Source: an optimization exercise on an open RTL-to-GDS flow (aim: small area, a short achievable clock period and few clock cycles per item). Production flows keep margins and buffers that such runs may drop.
The RTL was checked by simulation tests, not by an equivalence proof against the original design.
Power and IR drop assume default switching activity.

File: run.sh
#!/bin/bash
# synth_recipe.tcl (not shown) runs the flow's synth.tcl, then flattens the netlist and writes it again
# the make line also repeats each setting of config.mk as NAME=value (left out here)
make -C /OpenROAD-flow-scripts/flow DESIGN_CONFIG=/design/flow/config.mk WORK_HOME=/design/flow/orfs CLKGATE_MAP_FILE= SYNTH_SCRIPT=/design/flow/synth_recipe.tcl finish
File: config.mk
export PLATFORM = sky130hd
export DESIGN_NAME = iram_sfr_ctrl
export DESIGN_NICKNAME = iram_sfr_ctrl
export VERILOG_FILES = /design/flow/design.v
export SDC_FILE = /design/flow/constraint.sdc
export NUM_CORES = 4
export LEC_CHECK = 0
export CAP_MARGIN = 20
export CORE_MARGIN = 2
export CORE_UTILIZATION = 40
export SETUP_SLACK_MARGIN = 5
export SLEW_MARGIN = 20
File: constraint.sdc
create_clock -name core_clock -period 9.0 [get_ports {clock}]
set_input_delay 1.8000 -clock core_clock [delete_from_list [all_inputs] [get_ports {clock}]]
set_output_delay 1.8000 -clock core_clock [all_outputs]
set_load 0.01 [all_outputs]
File: design.v
module iram_sfr_ctrl #(
  parameter int ADDR_WIDTH = 8,
  parameter int DATA_WIDTH = 8,
  parameter int IRAM_DEPTH = 128,
  parameter int NUM_PORTS  = 4
) (
  input  logic                   clock,
  input  logic                   reset,
  input  logic                   req,
  input  logic                   we,
  input  logic                   is_bit,
  input  logic                   indirect,
  input  logic [ADDR_WIDTH-1:0]  addr,
  input  logic [DATA_WIDTH-1:0]  wdata,
  input  logic                   wbit,
  input  logic [NUM_PORTS*8-1:0] p_in,
  output logic                   busy,
  output logic                   rvalid,
  output logic [DATA_WIDTH-1:0]  rdata,
  output logic                   rbit,
  output logic [NUM_PORTS*8-1:0] p_out
);
  localparam int NR = 24;    
  localparam int NC = 16;    
  function automatic logic rc_is_port(input int r, input int c);
    rc_is_port = (r >= 16) && (c == 0) && ((r - 16) < NUM_PORTS);
  endfunction
  logic        busy_r;
  logic        acc_s;
  logic [6:0]  dec_idx_s;
  logic [1:0]  dec_sp_s;
  logic        dec_port_s;
  logic [7:0]  dec_pin_s;
  logic [NR-1:0] dec_row_s;
  logic [NC-1:0] dec_col_s;
  assign acc_s     = req & ~busy_r;
  assign dec_idx_s = !is_bit ? addr[6:0] : (addr[7] ? {addr[6:3], 3'b000} : {3'b010, addr[6:3]});
  assign dec_sp_s  = !addr[7] ? 2'd0 : ((!is_bit && indirect) ? 2'd1 : 2'd2);
  assign dec_port_s = addr[7] & (is_bit | ~indirect) & ~addr[6] & ~addr[3] & (is_bit | (addr[2:0] == 3'b000));
  always_comb begin
    dec_pin_s = p_in[7:0];
    for (int k = 1; k < NUM_PORTS; k++)
      if (addr[5:4] == 2'(k)) dec_pin_s = p_in[8*k +: 8];
    for (int r = 0; r < NR; r++) dec_row_s[r] = ({dec_sp_s, dec_idx_s[6:4]} == 5'(r));
    for (int c = 0; c < NC; c++) dec_col_s[c] = (dec_idx_s[3:0] == 4'(c));
  end
  logic [NUM_PORTS*8-1:0] port_r;
  always_ff @(posedge clock or negedge reset) begin
    if (!reset) begin
      port_r <= {NUM_PORTS*8{1'b1}};
    end else if (acc_s && we && dec_port_s) begin
      for (int k = 0; k < NUM_PORTS; k++) begin
        if (addr[5:4] == 2'(k)) begin
          if (is_bit) port_r[8*k + addr[2:0]] <= wbit;
          else port_r[8*k +: 8] <= wdata;
        end
      end
    end
  end
  assign p_out = port_r;
  logic          s1_v, s1_we, s1_bit, s1_port, s1_wbit;
  logic [8:0]    s1_id;
  logic [NR-1:0] s1_row;
  logic [NC-1:0] s1_col;
  logic [2:0]    s1_pos;
  logic [7:0]    s1_wdata, s1_pin;
  always_ff @(posedge clock or negedge reset) begin
    if (!reset) s1_v <= 1'b0;
    else        s1_v <= acc_s;
  end
  always_ff @(posedge clock) begin
    s1_we    <= we;
    s1_bit   <= is_bit;
    s1_port  <= dec_port_s;
    s1_wbit  <= wbit;
    s1_id    <= {dec_sp_s, dec_idx_s};
    s1_row   <= dec_row_s;
    s1_col   <= dec_col_s;
    s1_pos   <= addr[2:0];
    s1_wdata <= wdata;
    s1_pin   <= dec_pin_s;
  end
  logic          s2_v, s2_we, s2_bit, s2_port, s2_wbit;
  logic [8:0]    s2_id;
  logic [NR-1:0] s2_row;
  logic [NC-1:0] s2_col;
  logic [2:0]    s2_pos;
  logic [7:0]    s2_wdata, s2_byte;
  logic          s2_wr_s;
  logic [7:0] mem_q [NR][NC];
  logic [7:0] wd_s, wd_clr_s, wd_sp_s;
  logic [NR-1:0] wr_row_s;
  logic [NC-1:0] wr_col_s;
  assign s2_wr_s  = s2_v & s2_we & ~s2_port;
  always_comb begin
    wd_s = s2_bit ? s2_byte : s2_wdata;
    if (s2_bit) wd_s[s2_pos] = s2_wbit;
  end
  assign wd_clr_s = busy_r ? 8'h00 : wd_s;
  assign wd_sp_s  = busy_r ? 8'h07 : wd_s;    
  assign wr_row_s = ({NR{s2_wr_s}} & s2_row) | {NR{busy_r}};
  assign wr_col_s = s2_col | {NC{busy_r}};
  for (genvar r = 0; r < NR; r++) begin : g_row
    for (genvar c = 0; c < NC; c++) begin : g_col
      if (rc_is_port(r, c)) begin : g_port
        assign mem_q[r][c] = 8'h00;
      end else begin : g_byte
        logic [7:0] m;
        always_ff @(posedge clock) begin
          if (wr_row_s[r] && wr_col_s[c]) m <= (r == 16 && c == 1) ? wd_sp_s : wd_clr_s;
        end
        assign mem_q[r][c] = m;
      end
    end
  end
  logic [7:0] row_q [NR];
  logic [7:0] raw_s, fwd_s;
  always_comb begin
    for (int r = 0; r < NR; r++) begin
      row_q[r] = 8'h00;
      for (int c = 0; c < NC; c++) row_q[r] = row_q[r] | (mem_q[r][c] & {8{s1_col[c]}});
    end
    raw_s = 8'h00;
    for (int r = 0; r < NR; r++) raw_s = raw_s | (row_q[r] & {8{s1_row[r]}});
  end
  assign fwd_s = (s2_wr_s && s2_id == s1_id) ? wd_s : raw_s;
  always_ff @(posedge clock or negedge reset) begin
    if (!reset) s2_v <= 1'b0;
    else        s2_v <= s1_v;
  end
  always_ff @(posedge clock) begin
    s2_we    <= s1_we;
    s2_bit   <= s1_bit;
    s2_port  <= s1_port;
    s2_wbit  <= s1_wbit;
    s2_id    <= s1_id;
    s2_row   <= s1_row;
    s2_col   <= s1_col;
    s2_pos   <= s1_pos;
    s2_wdata <= s1_wdata;
    s2_byte  <= s1_port ? s1_pin : fwd_s;
  end
  logic       rvalid_r, rbit_r;
  logic [7:0] rdata_r;
  always_ff @(posedge clock or negedge reset) begin
    if (!reset) rvalid_r <= 1'b0;
    else        rvalid_r <= s2_v & ~s2_we;
  end
  always_ff @(posedge clock) begin
    rdata_r <= s2_byte;
    rbit_r  <= s2_byte[s2_pos];
  end
  always_ff @(posedge clock or negedge reset) begin
    if (!reset) busy_r <= 1'b1;
    else        busy_r <= 1'b0;
  end
  assign busy   = busy_r;
  assign rvalid = rvalid_r;
  assign rdata  = rdata_r;
  assign rbit   = rbit_r;
endmodule
==> results.sh <==
export IMPL_synth_top_area_share_pct=77.96
export IMPL_synth_cells=6709
export IMPL_cts_clk_slew_worst_paths_ns=0.06
export IMPL_wl_per_cell_microns=34.03
export IMPL_synth_most_common_cell="edfxtp_1"
export IMPL_clock_sinks=3229
export IMPL_timing_max_slew_rel_slack_pct=13.14
export IMPL_required_ns=9.74
export IMPL_antenna_left=0
export IMPL_dpl_hpwl_microns=210900
export IMPL_ys_ff_latch=3229
export IMPL_status="complete, no violations"
export IMPL_ys_top_cells_by_area="edfxtp_1 78%, a22oi_1 5.6%, dfxtp_1 2.6%, a22o_1 2.4%, a221oi_1 2.4%"
export IMPL_finalClockSkew_ns=0.04728
export IMPL_power_leakage_nw=43.44
export IMPL_crit_fanout=52
export IMPL_drt_iter0_markers=10240
export IMPL_clock_latency_ns=0.89
export IMPL_hold_class="flop to flop"
export IMPL_irDropWorstVdd_v=0.0001613
export IMPL_finalHoldViolCount=0
export IMPL_syn_num_nets=6775
export IMPL_max_freq_mhz=245.7
export IMPL_synth_ff_type="edfxtp_1"
export IMPL_postSynthAreaPerCell_sq_um=17.45
export IMPL_numCtsBuffers=321
export IMPL_coreArea_sq_um=291100
export IMPL_slew_violations=0
export IMPL_min_period_over_period_pct=45.22
export IMPL_cts_hold_buffers_added=0
export IMPL_drtPass1Iterations=9
export IMPL_fin_nets=6930
export IMPL_reg2reg_depth=9
export IMPL_p_per_area_nw_per_um2=252.5
export IMPL_ios=98
export IMPL_synth_top_cells_by_count="3040 x edfxtp_1, 868 x a22oi_1, 475 x nor2_1"
export IMPL_setup_tns_ns=0
export IMPL_rsz0062_at_grt="true"
export IMPL_min_path_cells=0
export IMPL_post_drt_via_cell_ratio=6.294
export IMPL_tritoncts="yes"
export IMPL_dp_slack_ns=3.277
export IMPL_grt_remaining_overflow=0
export IMPL_worstPathArrival_ns=4.81
export IMPL_synth_area_leader_cell="edfxtp_1"
export IMPL_die_area_sq_um=297100
export IMPL_drc_errors=0
export IMPL_worst_slew_pin_slew_ns=1.294
export IMPL_grt_max_degree=218
export IMPL_r2r_end="s2_byte[0]$_DFF_P_"
export IMPL_worst_slack_ns=4.930
export IMPL_final_util_pct=45.92
export IMPL_layout_drive_gt1_share_pct=10.85
export IMPL_reg2reg_from="s1_col[5]$_DFF_P_"
export IMPL_globalplace_congestion=0.8723
export IMPL_grtUsageTotal_pct=24.63
export IMPL_grt_pass1_vias=66700
export IMPL_setup_viol=0
export IMPL_whs_endpoint="s2_wdata[1]$_DFF_P_"
export IMPL_yosys_warnings=3
export IMPL_syn2layout_area_growth_pct=14.15
export IMPL_h_tree_depth=5
export IMPL_rows=198
export IMPL_wl_microns=375300
export IMPL_cp_end_kind="flop"
export IMPL_grt_antenna_before_repair=18
export IMPL_synth_seq_area_share_pct=81.38
export IMPL_cts_root_buf="clkbuf_16"
export IMPL_initial_core_util_pct=40.23
export IMPL_finalCriticalPeriod_ns=4.070
export IMPL_chipWidth_microns=545.1
export IMPL_async_reset_ff_share_pct=1.115
export IMPL_path_class="flop to flop"
export IMPL_r2r_setup_slack_ns=4.93
export IMPL_dieHeight_microns=545.1
export IMPL_portBuffers=97
export IMPL_synth_cell_types=60
export IMPL_hp_start="s1_wdata[1]$_DFF_P_"
export IMPL_synth_edf_count=3040
export IMPL_syn_area_sq_um=117100
export IMPL_grt_pass1_wl_microns=521100
export IMPL_cts_buffer_depth=4
export IMPL_vias=69430
export IMPL_cp_start_kind="flop"
export IMPL_cap_violations=0
export IMPL_whs_ns=0.3251
## power breakdown
| group | switching [W] | internal (W) | leakage, nW |
|---|---|---|---|
| sequential | 0.000348 | 0.0178 | 31.0 |
| clock | 0.00564 | 0.00758 | 4.99 |
| combinational | 0.00186 | 0.000485 | 7.47 |
| total | 0.00784 | 0.0259 | 43.4 |
## layer usage
metal	up-vias	track usage, %	wire length (microns)
met5	-	0	288
met4	14	8.793	14660
met3	769	6.156	42560
met2	4430	37.79	171600
met1	36110	34.05	146200
li1	28110	-	-
## registers in the layout (all words and copies together), names as in the netlist, 9 cells and up, named ones only
signal                count
g_row.g_col.g_byte.m   3040
port_r                   31
s1_col                   16
s1_id                     9
s1_row                   24
s2_col                   16
s2_id                     9
s2_row                   24
## critical path, stage by stage, from the launching register on
cell	delay, ns
dfxtp_4	0.46
buf_12	0.27
buf_4	0.42
a22o_1	0.29
a221oi_1	0.36
nand4_1	0.35
a22oi_1	0.76
nand4_1	0.38
nor3_1	0.40
a21oi_1	0.12
## worst max path at each step
stage,startpoint,to,slack [ns]
3_5_place_dp,addr[0],port_r[8]$_DFFE_PN1P_,3.28
2_1_floorplan,s2_pos[0]$_DFF_P_,g_row[0].g_col[0].g_byte.m[4]$_DFFE_PP_,3.48
6_report,s1_col[5]$_DFF_P_,s2_byte[0]$_DFF_P_,4.93
4_1_cts,addr[1],port_r[8]$_DFFE_PN1P_,4.78
3_3_place_gp,addr[0],port_r[30]$_DFFE_PN1P_,3.23
5_1_grt,addr[0],port_r[8]$_DFFE_PN1P_,4.76
## cell type report
class / instances / area (sq um)
Clock inverter: 145 / 1323
Fill cell: 24540 / 157400
Antenna cell: 14 / 35.03
Sequential cell: 3229 / 95360
Timing Repair Buffer: 269 / 2725
Tap cell: 3900 / 4880
Multi-Input combinational cell: 3032 / 20410
Clock buffer: 430 / 8891
Inverter: 11 / 43.79
## kinds of logic (layout without fill, tap and decap cells)
logic type / count (synthesis) / after routing / share of synthesized area, %
buffers and inverters: 450 / 855 / 1.498
multiplexers: 16 / 16 / 0.2458
AND/OR/NAND/NOR: 1088 / 1090 / 4.341
XOR/XNOR: 11 / 11 / 0.08228
other: 1 / 15 / 0.003203
adder cells (fa/ha/maj): 11 / 11 / 0.1175
AO/OA/AOI/OAI: 1903 / 1903 / 12.33
flip-flops: 3229 / 3229 / 81.38
## cells in the final DEF, fill, tap and decap left out, drive strengths merged, types with 11 or more instances in the layout
| cell type | n |
|---|---|
| nand2 | 85 |
| ha | 11 |
| nor2b | 32 |
| buf | 171 |
| edfxtp | 3040 |
| a22oi | 868 |
| diode | 14 |
| a221oi | 325 |
| clkdlybuf4s50 | 92 |
| dfstp | 33 |
| nand3 | 250 |
| a22o | 326 |
| clkinv | 103 |
| dfxtp | 153 |
| nand4 | 170 |
| nand2b | 18 |
| inv | 21 |
| nor3 | 26 |
| nor2 | 476 |
| a222oi | 32 |
| bufinv | 22 |
| clkbuf | 432 |
| o21ai | 220 |
| a21oi | 79 |
## repair_timing
action / in CTS / in global routing
gates cloned: 0 / 3
setup buffers: 3 / 1
resized for setup: 9 / 19
setup endpoints to repair: 631 / 797
pin swaps: 0 / 1
## per-stage QoR
step / total power [W] / std cells / instance area [sq um]
floorplan: 0.01953 / 6709 / 117200
global placement: 0.02069 / 10420 / 123000
detailed placement: 0.02078 / 10430 / 123100
CTS: 0.03376 / 11010 / 133400
global route: 0.03457 / 11020 / 133600
finish: 0.03375 / 11030 / 133700
Testbench counts, summed over its fixed seeds: cycles 320,012, items 320,000.

==> afterwards: timing with drivers on the ports <==
Ports are ideal in the flow. The routed layout listed here was re-timed in OpenROAD.
Step 1 (the two cells are an assumption about what drives the block):
set clk [get_ports {clock}]
set_driving_cell -lib_cell sky130_fd_sc_hd__clkbuf_16 $clk
set_driving_cell -lib_cell sky130_fd_sc_hd__buf_2 [delete_from_list [all_inputs] $clk]
Step 2 also shifts input and output timing later by t, the mid clock arrival at the registers, as if the neighbouring blocks saw the same clock.
a / b / c = ideal / step 1 / step 2; a / b = the first two.
shift t [ns]: 0.973
setup slack, ns: 4.930 / 4.930 / 4.080
worst hold slack (ns): 0.325 / 0.325 / 0.325
clock arrival spread, ns: 0.060 / 0.060
cell pins on the clock port's net: 1
After both steps setup and hold are still met in this run. For this run, drivers alone change the setup slack by 0.000 ns; drivers and shift together by -0.850 ns.
